Source: an optimization exercise on an open RTL-to-GDS flow (aim: small area). Production flows keep margins and buffers that such runs may drop. Only simulation tests tie the RTL to the original design; equivalence was not proved. Power is estimated from default activity; no workload was simulated. The flow treats the clock pin as an ideal source, which a real chip does not have.

==> flow/design.v <==
package mips_trace_pkg;
  localparam int STAMP_WIDTH    = 16;
  localparam int REC_WORD_WIDTH = 32;
  localparam int REC_WIDTH = 1 + 2 * REC_WORD_WIDTH + STAMP_WIDTH;
endpackage
module trace_fifo_dual_push #(
  parameter int DEPTH = 16,
  parameter int RW    = 81
) (
  input  logic             clk_i,
  input  logic [DEPTH-1:0] we_i,
  input  logic [RW-1:0]    bus_e_i,
  input  logic [RW-1:0]    bus_o_i,
  input  logic [DEPTH-1:0] rsel_i,
  output logic [RW-1:0]    head_o
);
  logic [RW-1:0] mem_q [DEPTH];
  for (genvar i = 0; i < DEPTH; i++) begin : g_slot
    always_ff @(posedge clk_i) begin
      if (we_i[i]) mem_q[i] <= (i % 2 == 0) ? bus_e_i : bus_o_i;
    end
  end
  always_comb begin
    head_o = '0;
    for (int i = 0; i < DEPTH; i++) head_o = head_o | (mem_q[i] & {RW{rsel_i[i]}});
  end
endmodule
module mips_trace_capture #(
  parameter int DEPTH      = 16,
  parameter int WORD_WIDTH = 32
) (
  input  logic                    clk,
  input  logic                    reset,
  input  logic                    capture_en,
  input  logic                    MEM_WB_RegWrite,
  input  logic [4:0]              MEM_WB_RegisterRd,
  input  logic [WORD_WIDTH-1:0]   RegWriteData,
  input  logic                    EX_MEM_MemWrite,
  input  logic [WORD_WIDTH-1:0]   EX_MEM_ALU_result,
  input  logic [WORD_WIDTH-1:0]   EX_MEM_MemWriteData,
  output logic                    trace_valid,
  input  logic                    trace_ready,
  output logic [1:0]              trace_kind,
  output logic [WORD_WIDTH-1:0]   trace_addr,
  output logic [WORD_WIDTH-1:0]   trace_data,
  output logic [mips_trace_pkg::STAMP_WIDTH-1:0] trace_stamp,
  output logic [$clog2(DEPTH):0]  fifo_count,
  output logic [15:0]             overflow_cnt
);
  localparam int AW = $clog2(DEPTH);
  localparam int CW = AW + 1;
  localparam int SW = mips_trace_pkg::STAMP_WIDTH;
  localparam int RW = 1 + 2 * WORD_WIDTH + SW;
  logic [SW-1:0]    cycle_q;
  logic             valid_q;
  logic [15:0]      ovf_q;
  logic [16:0]      ovf_sum;
  logic [AW-1:0]    rd_q, wr;
  logic [CW-1:0]    count_q;
  logic             reg_ev, mem_ev, ev0, ev1, push0, push1, do_pop, nonempty;
  logic [CW-1:0]    count_d;
  logic [1:0]       dropped;
  logic             e_mem, o_mem;
  logic [RW-1:0]    bus_e, bus_o, head;
  logic [DEPTH-1:0] wdec, wdec1, we, rsel;
  assign reg_ev = capture_en && MEM_WB_RegWrite && (MEM_WB_RegisterRd != 5'd0);
  assign mem_ev = capture_en && EX_MEM_MemWrite;
  assign ev0      = reg_ev || mem_ev;
  assign ev1      = reg_ev && mem_ev;
  assign push0    = ev0 && !count_q[AW];
  assign push1    = ev1 && !count_q[AW] && (count_q[AW-1:0] != '1);
  assign nonempty = valid_q;
  assign do_pop   = trace_ready && nonempty;
  assign wr       = rd_q + count_q[AW-1:0];
  assign e_mem = wr[0] || !reg_ev;
  assign o_mem = !wr[0] || !reg_ev;
  assign bus_e = {e_mem, e_mem ? EX_MEM_ALU_result : WORD_WIDTH'(MEM_WB_RegisterRd),
                  e_mem ? EX_MEM_MemWriteData : RegWriteData, cycle_q};
  assign bus_o = {o_mem, o_mem ? EX_MEM_ALU_result : WORD_WIDTH'(MEM_WB_RegisterRd),
                  o_mem ? EX_MEM_MemWriteData : RegWriteData, cycle_q};
  always_comb begin
    for (int i = 0; i < DEPTH; i++) begin
      wdec[i] = (wr == AW'(i));
      wdec1[i] = (wr == AW'(i - 1));
      rsel[i] = nonempty && (rd_q == AW'(i));
    end
  end
  assign we = (wdec & {DEPTH{push0}}) | (wdec1 & {DEPTH{push1}});
  trace_fifo_dual_push #(.DEPTH(DEPTH), .RW(RW)) u_fifo (
    .clk_i   (clk),
    .we_i    (we),
    .bus_e_i (bus_e),
    .bus_o_i (bus_o),
    .rsel_i  (rsel),
    .head_o  (head)
  );
  assign count_d = count_q + CW'(push0) + CW'(push1) - CW'(do_pop);
  assign dropped = {1'b0, ev0 && !push0} + {1'b0, ev1 && !push1};
  assign ovf_sum = {1'b0, ovf_q} + 17'(dropped);
  always_ff @(posedge clk or posedge reset) begin
    if (reset) begin
      cycle_q <= '0;
      ovf_q   <= '0;
      rd_q    <= '0;
      count_q <= '0;
      valid_q <= 1'b0;
    end else begin
      cycle_q <= cycle_q + 1'b1;
      ovf_q   <= ovf_sum[16] ? 16'hFFFF : ovf_sum[15:0];
      rd_q    <= rd_q + AW'(do_pop);
      count_q <= count_d;
      valid_q <= (count_d != '0);
    end
  end
  assign trace_valid  = nonempty;
  assign trace_kind   = {1'b0, head[RW-1]};
  assign trace_addr   = head[RW-2 -: WORD_WIDTH];
  assign trace_data   = head[SW +: WORD_WIDTH];
  assign trace_stamp  = head[SW-1:0];
  assign fifo_count   = count_q;
  assign overflow_cnt = ovf_q;
endmodule
==> flow/config.mk <==
export PLATFORM = sky130hd
export DESIGN_NAME = mips_trace_capture
export DESIGN_NICKNAME = mips_trace_capture
export VERILOG_FILES = /design/flow/design.v
export SDC_FILE = /design/flow/constraint.sdc
export NUM_CORES = 4
export LEC_CHECK = 0
export CAP_MARGIN = 20
export CORE_MARGIN = 2
export CORE_UTILIZATION = 40
export PLACE_DENSITY = 0.85
export SLEW_MARGIN = 20
==> flow/constraint.sdc <==
create_clock -name core_clock -period 6.0 [get_ports {clk}]
set_input_delay 1.2000 -clock core_clock [delete_from_list [all_inputs] [get_ports {clk}]]
set_output_delay 1.2000 -clock core_clock [all_outputs]
set_load 0.01 [all_outputs]
standard.sh (not shown) runs the stock make flow with config.mk's settings and CLKGATE_MAP_FILE= SYNTH_SCRIPT=/design/flow/synth_recipe.tcl, a recipe that flattens the netlist after the stock synthesis.
==> flow/flow/run.sh <==
#!/bin/bash
# Own layout flow: standard synthesis, an area re-map of its combinational logic (registers
# untouched), then the standard ORFS layout with small port buffers and a lighter clock tree.
set -euo pipefail
cd "$(dirname "$0")/.."
W=$PWD
R=$W/orfs/results/$FLOW_PLATFORM/mips_trace_capture/base
O=$W/orfs/objects/$FLOW_PLATFORM/mips_trace_capture/base
PLAT=$FLOW_HOME/platforms/$FLOW_PLATFORM

bash standard.sh synth > $W/synth.log 2>&1

cp $R/1_2_yosys.v $R/1_2_yosys_std.v
DU=$(sed -n '/DONT_USE_CELLS/,/^$/p' $PLAT/config.mk | grep -o "sky130_fd_sc_hd__[a-z0-9_]*" | sed 's/^/-dont_use /' | tr '\n' ' ')
if LIB=$PLAT/lib/sky130_fd_sc_hd__tt_025C_1v80.lib IN=$R/1_2_yosys_std.v OUT=$R/1_2_yosys_remap.v \
   TOP=$FLOW_TOP CONSTR=$O/abc.constr ABCSCRIPT=$W/flow/area.abc DONTUSE="$DU" \
   yosys -c $W/flow/remap.tcl > $W/remap.log 2>&1; then
  cp $R/1_2_yosys_remap.v $R/1_2_yosys.v
  rm -f $R/1_synth.odb $R/1_synth.sdc
else
  echo "remap failed; keeping the standard netlist" >> $W/remap.log
fi

export BUFFER_PORTS_ARGS="-buffer_cell sky130_fd_sc_hd__buf_1"
export CTS_ARGS="-sink_clustering_enable -repair_clock_nets -dont_use_dummy_load -buf_list sky130_fd_sc_hd__clkbuf_8 -sink_clustering_size 16 -sink_clustering_max_diameter 80"
bash standard.sh finish > $W/finish.log 2>&1
==> flow/flow/area.abc <==
strash
dch
amap
topo
stime -c
==> flow/flow/remap.tcl <==
# Re-map the combinational logic of the standard synthesis netlist for area.
# Registers are black boxes here, so every register keeps its instance name and cell type.
# env: LIB IN OUT TOP CONSTR ABCSCRIPT DONTUSE
yosys -import
set lib $::env(LIB)
read_liberty -ignore_miss_func -ignore_buses $lib
blackbox sky130_fd_sc_hd__*df* sky130_fd_sc_hd__*dl* sky130_fd_sc_hd__conb_1
read_verilog $::env(IN)
hierarchy -top $::env(TOP)
tee -o $::env(OUT).before.stat stat -liberty $lib
flatten
opt_clean -purge
abc -script $::env(ABCSCRIPT) -liberty $lib -constr $::env(CONSTR) {*}$::env(DONTUSE)
opt_clean -purge
setundef -zero
hilomap -singleton -hicell sky130_fd_sc_hd__conb_1 HI -locell sky130_fd_sc_hd__conb_1 LO
splitnets
opt_clean -purge
tee -o $::env(OUT).stat stat -liberty $lib
write_verilog -noattr -noexpr -nohex -nodec $::env(OUT)
Rerun with:
- PLACE_DENSITY: 0.85 -> not set
The changed run ran to the end with no violations. Synthesized cell count is unchanged. Combinational power grows by about 0.7%. Non-clock buffer count shrinks by 3. Die area is unchanged. Area after synthesis does not change. Design area barely changes. Total power grows by about 0.45%.
Rerun with:
--- a/flow/flow/run.sh
+++ b/flow/flow/run.sh
@@ -24,3 +24,3 @@
 export BUFFER_PORTS_ARGS="-buffer_cell sky130_fd_sc_hd__buf_1"
-export CTS_ARGS="-sink_clustering_enable -repair_clock_nets -dont_use_dummy_load -buf_list sky130_fd_sc_hd__clkbuf_8 -sink_clustering_size 16 -sink_clustering_max_diameter 80"
+export CTS_ARGS="-sink_clustering_enable -repair_clock_nets -dont_use_dummy_load -buf_list sky130_fd_sc_hd__clkbuf_8 -sink_clustering_size 16 -sink_clustering_max_diameter 60"
 bash standard.sh finish > $W/finish.log 2>&1
- CORE_UTILIZATION: 40 -> 55
- PLACE_DENSITY: not set -> 0.65
Routed wire length falls by a few percent.
Flip-flop and latch count is unchanged.
Total power is lower slightly.
Sequential power hardly moves.
Rerun with:
- CORE_UTILIZATION: 55 -> 40
- PLACE_DENSITY: 0.65 -> not set
=> The new run ran to the end with no violations; sequential cell count does not change; final area climbs by about 1%; worst hold slack got worse by 0.032 ns; final cell count went up by 11%; worst setup slack is worse by 0.053 ns; via count went down by 1.4%; global-route usage goes down by 7.9 points; count of clock-buffer cells in the layout rose by 5.
Rerun with:
--- a/flow/flow/run.sh
+++ b/flow/flow/run.sh
@@ -24,3 +24,4 @@
 export BUFFER_PORTS_ARGS="-buffer_cell sky130_fd_sc_hd__buf_1"
-export CTS_ARGS="-sink_clustering_enable -repair_clock_nets -dont_use_dummy_load -buf_list sky130_fd_sc_hd__clkbuf_8 -sink_clustering_size 16 -sink_clustering_max_diameter 60"
+export CTS_ARGS="-sink_clustering_enable -repair_clock_nets -dont_use_dummy_load -buf_list sky130_fd_sc_hd__clkbuf_8 -sink_clustering_size 16 -sink_clustering_max_diameter 80"
+export RECOVER_POWER=100
 bash standard.sh finish > $W/finish.log 2>&1
The changed run ran to the end with violations: capacitance limit, slew limit. Wire length barely changes. Cell count is about the same. Design area went down by 1.0%.
Rerun with:
--- a/flow/flow/run.sh
+++ b/flow/flow/run.sh
@@ -24,4 +24,3 @@
 export BUFFER_PORTS_ARGS="-buffer_cell sky130_fd_sc_hd__buf_1"
-export CTS_ARGS="-sink_clustering_enable -repair_clock_nets -dont_use_dummy_load -buf_list sky130_fd_sc_hd__clkbuf_8 -sink_clustering_size 16 -sink_clustering_max_diameter 80"
-export RECOVER_POWER=100
+export CTS_ARGS="-sink_clustering_enable -repair_clock_nets -dont_use_dummy_load -buf_list sky130_fd_sc_hd__clkbuf_16 -sink_clustering_size 30 -sink_clustering_max_diameter 100"
 bash standard.sh finish > $W/finish.log 2>&1
What happened: This time the run produced a clean layout; via count decreases by about 0.6%; final area increases by 0.70%; synthesized area does not change; sequential share of layout area decreases by 0.52 points; maximum frequency increases by 3.0%; register-to-register slack improves by 1.7 ns; core utilization increases by 0.31 points; wire length decreases by about 0.9%.

[what the ideal ports hide]
In the flow no input, the clock included, has a driving cell. The finished layouts below were timed again as built, in two steps. Step 1 (the two cells are an assumption about what drives the block):
set clk [get_ports {clk}]
set_driving_cell -lib_cell sky130_fd_sc_hd__clkbuf_16 $clk
set_driving_cell -lib_cell sky130_fd_sc_hd__buf_2 [delete_from_list [all_inputs] $clk]
Step 2 also shifts input and output timing later by t, the mid clock arrival at the registers, as if the neighbouring blocks saw the same clock. a / b / c = ideal / step 1 / step 2; a / b = the first two.
run	shift t [ns]	setup slack, ns	clock arrival spread, ns
the first run	0.785	0.340 / 0.276 / 0.731	0.174 / 0.175
the second run	0.804	0.354 / 0.289 / 1.093	0.135 / 0.134
the third run	0.783	0.422 / 0.350 / 1.133	0.089 / 0.089
the fourth run	0.818	0.369 / 0.304 / 1.122	0.092 / 0.092
the fifth run	0.805	0.211 / 0.151 / -0.561	0.142 / 0.142
the sixth run	0.720	0.382 / 0.310 / 1.030	0.121 / 0.121
For the fifth run, which loses most, drivers alone change the setup slack by -0.060 ns; drivers and shift together by -0.772 ns.
